From an optimization exercise on the open Yosys and OpenROAD flow, aimed at small area and few clock cycles per item; shortcuts taken in it are not production practice.
The RTL was checked by simulation tests, not by an equivalence proof against the original design.

==> design/flow/design.v <==
module vector_mac_pipe #(
    parameter int DATA_W = 16,
    parameter int FRAC   = 12,
    parameter int LEN    = 3
) (
    input  logic                  clk,
    input  logic                  rst,
    input  logic                  in_valid,
    output logic                  in_ready,
    input  logic [LEN*DATA_W-1:0] in_a,
    input  logic [LEN*DATA_W-1:0] in_b,
    input  logic                  in_first,
    input  logic                  in_last,
    output logic                  out_valid,
    input  logic                  out_ready,
    output logic [DATA_W-1:0]     out_data
);
    localparam int PW = 2 * DATA_W;
    logic                     adv;
    logic signed [PW-1:0]     prod    [LEN];
    logic signed [DATA_W-1:0] lane    [LEN];
    logic signed [DATA_W-1:0] s1_lane [LEN];
    logic                     s1_valid;
    logic                     s1_first;
    logic                     s1_last;
    logic signed [DATA_W-1:0] sum;
    logic signed [DATA_W-1:0] s2_sum;
    logic                     s2_valid;
    logic                     s2_first;
    logic                     s2_last;
    logic signed [DATA_W-1:0] acc;
    logic signed [DATA_W-1:0] base;
    logic signed [DATA_W-1:0] nxt;
    assign adv      = !out_valid || out_ready;
    assign in_ready = adv;
    always_comb begin
        for (int i = 0; i < LEN; i++) begin
            prod[i] = PW'($signed(in_a[i*DATA_W +: DATA_W]))
                    * PW'($signed(in_b[i*DATA_W +: DATA_W]));
            lane[i] = DATA_W'(prod[i] >>> FRAC);
        end
    end
    always_comb begin
        sum = '0;
        for (int i = 0; i < LEN; i++)
            sum = sum + s1_lane[i];
    end
    assign base = s2_first ? '0 : acc;
    assign nxt = base + s2_sum;
    always_ff @(posedge clk) begin
        if (rst) begin
            s1_valid  <= 1'b0;
            s1_first  <= 1'b0;
            s1_last   <= 1'b0;
            for (int i = 0; i < LEN; i++)
                s1_lane[i] <= '0;
            s2_valid  <= 1'b0;
            s2_first  <= 1'b0;
            s2_last   <= 1'b0;
            s2_sum    <= '0;
            acc       <= '0;
            out_valid <= 1'b0;
            out_data  <= '0;
        end else if (adv) begin
            s1_valid <= in_valid;
            s1_first <= in_first;
            s1_last  <= in_last;
            for (int i = 0; i < LEN; i++)
                s1_lane[i] <= lane[i];
            s2_valid  <= s1_valid;
            s2_first  <= s1_first;
            s2_last   <= s1_last;
            s2_sum    <= sum;
            out_valid <= s2_valid && s2_last;
            if (s2_valid) begin
                if (s2_last) begin
                    out_data <= nxt;
                    acc      <= '0;
                end else begin
                    acc <= nxt;
                end
            end
        end
    end
endmodule
==> design/flow/run.sh <==
#!/bin/bash
# synth_recipe.tcl (not shown) runs the flow's synth.tcl, then flattens the netlist and writes it again
# the make line also repeats each setting of config.mk as NAME=value (left out here)
make -C /OpenROAD-flow-scripts/flow DESIGN_CONFIG=/design/flow/config.mk WORK_HOME=/design/flow/orfs CLKGATE_MAP_FILE= SYNTH_SCRIPT=/design/flow/synth_recipe.tcl finish
==> design/flow/config.mk <==
export PLATFORM = sky130hd
export DESIGN_NAME = vector_mac_pipe
export DESIGN_NICKNAME = vector_mac_pipe
export VERILOG_FILES = /design/flow/design.v
export SDC_FILE = /design/flow/constraint.sdc
export NUM_CORES = 4
export LEC_CHECK = 0
export CAP_MARGIN = 20
export CORE_MARGIN = 2
export CORE_UTILIZATION = 40
export SLEW_MARGIN = 20
==> design/flow/constraint.sdc <==
create_clock -name core_clock -period 7.0 [get_ports {clk}]
set_input_delay 1.4000 -clock core_clock [delete_from_list [all_inputs] [get_ports {clk}]]
set_output_delay 1.4000 -clock core_clock [all_outputs]
set_load 0.01 [all_outputs]
==> run notes <==
-- final cells by class --
| cell class | count | area (um2) | share of cell area [%] |
|---|---|---|---|
| multi-input cells | 2366 | 25370 | 69.67 |
| repair buffers | 508 | 4280 | 11.75 |
| clock inverters | 5 | 103.9 | 0.2852 |
| well taps | 978 | 1224 | 3.360 |
| clock buffers | 11 | 252.7 | 0.6940 |
| inverters | 830 | 3118 | 8.562 |
| diodes | 2 | 5.005 | 0.01374 |
| flip-flops and latches | 103 | 2062 | 5.662 |
-- worst max-delay path: stages --
cell and delay (ns):
dlygate4sd2_1 0.26, buf_12 0.15, and2_1 0.15, fa_1 0.50, fa_1 0.51, inv_1 0.05, fa_1 0.49, inv_1 0.08
fa_1 0.52, fa_1 0.55, inv_1 0.05, fa_1 0.47, inv_1 0.04, ha_2 0.17, a21o_1 0.17, a21o_1 0.16
a21o_1 0.17, a21o_1 0.16, a21o_1 0.16, a41o_1 0.22, a21o_1 0.19, a21oi_2 0.18, xnor2_2 0.13, a211oi_2 0.07
-- flip-flops by register name, summed over array words and instances (netlist names) --
register	cells
s1_lane	48
acc	16
out_data	16
s2_sum	16
out_valid	1
s1_first	1
s1_last	1
s1_valid	1
s2_first	1
s2_last	1
s2_valid	1
-- what timing repair did --
action	CTS	global route
gates resized for setup	94	162
cloned	5	0
setup buffers	19	16
pin swaps	51	90
setup endpoints to repair	33	33
-- synth_stat cells (2+ instances only) --
cell type / n / share of area [%]
a22oi_1: 10 / 0.25
and3_1: 8 / 0.16
a21o_1: 20 / 0.49
o21ai_0: 21 / 0.34
or2_2: 3 / 0.061
a2111oi_0: 2 / 0.057
nand4_1: 6 / 0.12
dfxtp_1: 103 / 6.7
a211oi_2: 3 / 0.12
and4_1: 3 / 0.086
a311o_1: 2 / 0.065
o21a_1: 5 / 0.12
nand3_1: 13 / 0.21
o21ai_1: 3 / 0.049
nor4b_1: 2 / 0.057
nand2_1: 503 / 6.2
clkinv_1: 2 / 0.025
xnor2_1: 106 / 3.0
buf_1: 4 / 0.049
o211ai_1: 2 / 0.049
nor2_1: 83 / 1.0
a31oi_1: 2 / 0.041
nor3b_1: 5 / 0.12
a211oi_1: 20 / 0.49
nor3_1: 15 / 0.25
clkbuf_1: 124 / 1.5
a211o_1: 4 / 0.11
a21oi_2: 5 / 0.14
nand3b_1: 2 / 0.049
fa_1: 701 / 46
nor2b_1: 25 / 0.51
or3_1: 9 / 0.18
o31ai_1: 6 / 0.15
a31o_2: 3 / 0.086
o21bai_1: 4 / 0.098
ha_1: 251 / 10
a22o_1: 2 / 0.057
and2_1: 340 / 6.9
xor2_1: 24 / 0.69
inv_1: 827 / 10
a21oi_1: 111 / 1.8
nand2b_1: 18 / 0.37
-- placed cells by master (no fill, tap or decap), types with 20 or more instances in the layout --
cell type / netlist / final
clkdlybuf4s50_1: 0 / 38
buf_4: 0 / 353
nand2_1: 503 / 497
xor2_1: 24 / 24
nor2_1: 83 / 82
dfxtp_1: 103 / 103
dlymetal6s2s_1: 0 / 39
inv_1: 827 / 815
a21oi_1: 111 / 101
a21o_1: 20 / 20
clkbuf_2: 0 / 21
fa_1: 701 / 683
and2_1: 340 / 333
buf_6: 0 / 28
ha_1: 251 / 235
nor2b_1: 25 / 24
xnor2_1: 106 / 105
-- per-stage QoR --
stage	hold slack, ns	worst slack [ns]
detailed placement	0.4432	-0.7655
global placement	0.4327	-0.7595
finish	0.4502	0.2006
global route	0.4661	-0.004504
CTS	0.4527	0.003274
floorplan	0.4273	0.08530
-- cell families (layout without fill, tap and decap cells) --
logic type / count (synthesis) / in the layout / share of synthesized area, %
AND/OR/NAND/NOR: 1040 / 1040 / 16.48
buffers and inverters: 958 / 1354 / 11.74
adder cells (fa/ha/maj): 952 / 952 / 56.09
AO/OA/AOI/OAI: 244 / 244 / 5.235
XOR/XNOR: 130 / 130 / 3.719
flip-flops: 103 / 103 / 6.735
other: 0 / 2 / 0
-- routing by layer --
| layer | up-vias | wire length (um) | GRT usage [%] |
|---|---|---|---|
| met3 | 80 | 2262 | 1.247 |
| met1 | 11270 | 31390 | 25.62 |
| met2 | 378 | 33370 | 31.34 |
| met4 | 0 | 1476 | 3.688 |
| met5 | - | 0 | 0 |
| li1 | 10810 | - | - |
-- worst max path at each step --
stage	startpoint	end	slack, ns	cells past startpoint
floorplan	in_a[31]	s1_lane[1][15]	0.09	24
global placement	in_a[7]	s1_lane[0][11]	-0.76	22
detailed placement	in_a[9]	s1_lane[0][11]	-0.77	21
CTS	in_a[11]	s1_lane[0][15]	0.003	21
global route	in_b[45]	s1_lane[2][13]	-0.005	21
finish	in_b[22]	s1_lane[1][15]	0.20	24
==> results.ini <==
[run_status]
status=complete, no violations

[yosys]
ys_types=67
ys_seq_area_share_pct=6.735
async_flop_share_pct=0
syn_inst=3427
synth-edff-count=0
synth.ff_latch_count=103
syn_avg_cell_area_um2=8.934
syn_area_um2=30620
ys_warn_count=4
synth_flop_cell=dfxtp_1
syn-num-nets=4481

[die]
std_cell_rows=101
initial_core_util_pct=40.38
dieArea_um2=78780
die_w_um=280.7
core_region_area_um2=75820
ios=120
die_h_um=280.7

[layout]
drive_gt1_share_pct=14.05
nNetsFinal=4872
final_cells=4803
num-fill-cells=7387
fin_area_um2=36420
syn2layout_area_growth_pct=18.94
fin_util_pct=48.03

[grt]
grt_max_degree=75
grt.total_usage_pct=18.30
grt_pass1_vias=24020
antenna_found_initial=2
overflow=0
grt_pass1_wl_mm=118.0

[placed_design]
port_buffers=119
dp_hpwl_mm=59.31
placed_area_um2=35320
place_inst=4748
gp_congestion=0.8474

[timing]
min_period_ns=6.799
final_max_slew_viol_count=0
fmax_mhz=147.1
finalHoldViolations=0
tightestPinTransition_ns=0.7954
finalSetupTns_ns=0
slew_headroom_pct=46.98
finClkSkew_ns=0.008867
setup_viol=0
period_share_pct=97.13

[setup_path]
cp_max_fo=15
worst_r2r_endpoint=acc[14]
end_kind=flop
r2r_cells=13
rrSetupSlack_ns=3.29
worstSetupPathType=primary input to flop
cp.arrival_ns=7.00
critPathRequiredTime_ns=7.20
reg2reg_from=s2_first
cp-start-kind=primary input

[cts]
cts_buffers=9
clk_latency_ns=0.35
holdBufCountCts=0
clk_pin_slew_worst_paths_ns=0.07
clockBufferDepth=2
cts_max_level=3
cts_sinks=103
clockRootBuffer=clkbuf_16
cts_tree=yes

[flow_run]
cap_violations=0

[drt]
vias=22540
ant_nets=0
drt-initial-drc-count=1007
wirelength_mm=68.50
drtPass1Iterations=5
wl_per_cell_um=14.26
vias_per_cell=4.693
drc=0

[hold_path]
holdPathEnd=s1_lane[1][0]
hold_path.class=flop to flop
min_delay_path_depth=2
hold_path_startpoint=s1_lane[1][0]

Testbench counts, summed over its fixed seeds: cycles 19,891, items 16,000.

port drivers added, routing unchanged:
No port has a modelled driver above. Below, the same layout with a new extraction and two added sets of constraints. Step 1 assumes that a clkbuf_16 drives the clock port and a buf_2 every other input. Step 2 times the ports against the registers' clock, not the clock port: input delays grow and output delays shrink by t, the midpoint of the rising clock arrivals with the driver on. Slacks: ideal ports / drivers / drivers and shift; pairs: ideal ports / drivers.
t, ns: 0.383
slack for setup (ns): 0.201 / 0.209 / -0.174
worst register clock-pin slew, ns: 0.07 / 0.07
With both steps, setup timing fails in this run, where it was met with ideal ports. For this run, drivers alone change the setup slack by +0.008 ns; drivers and shift together by -0.375 ns.
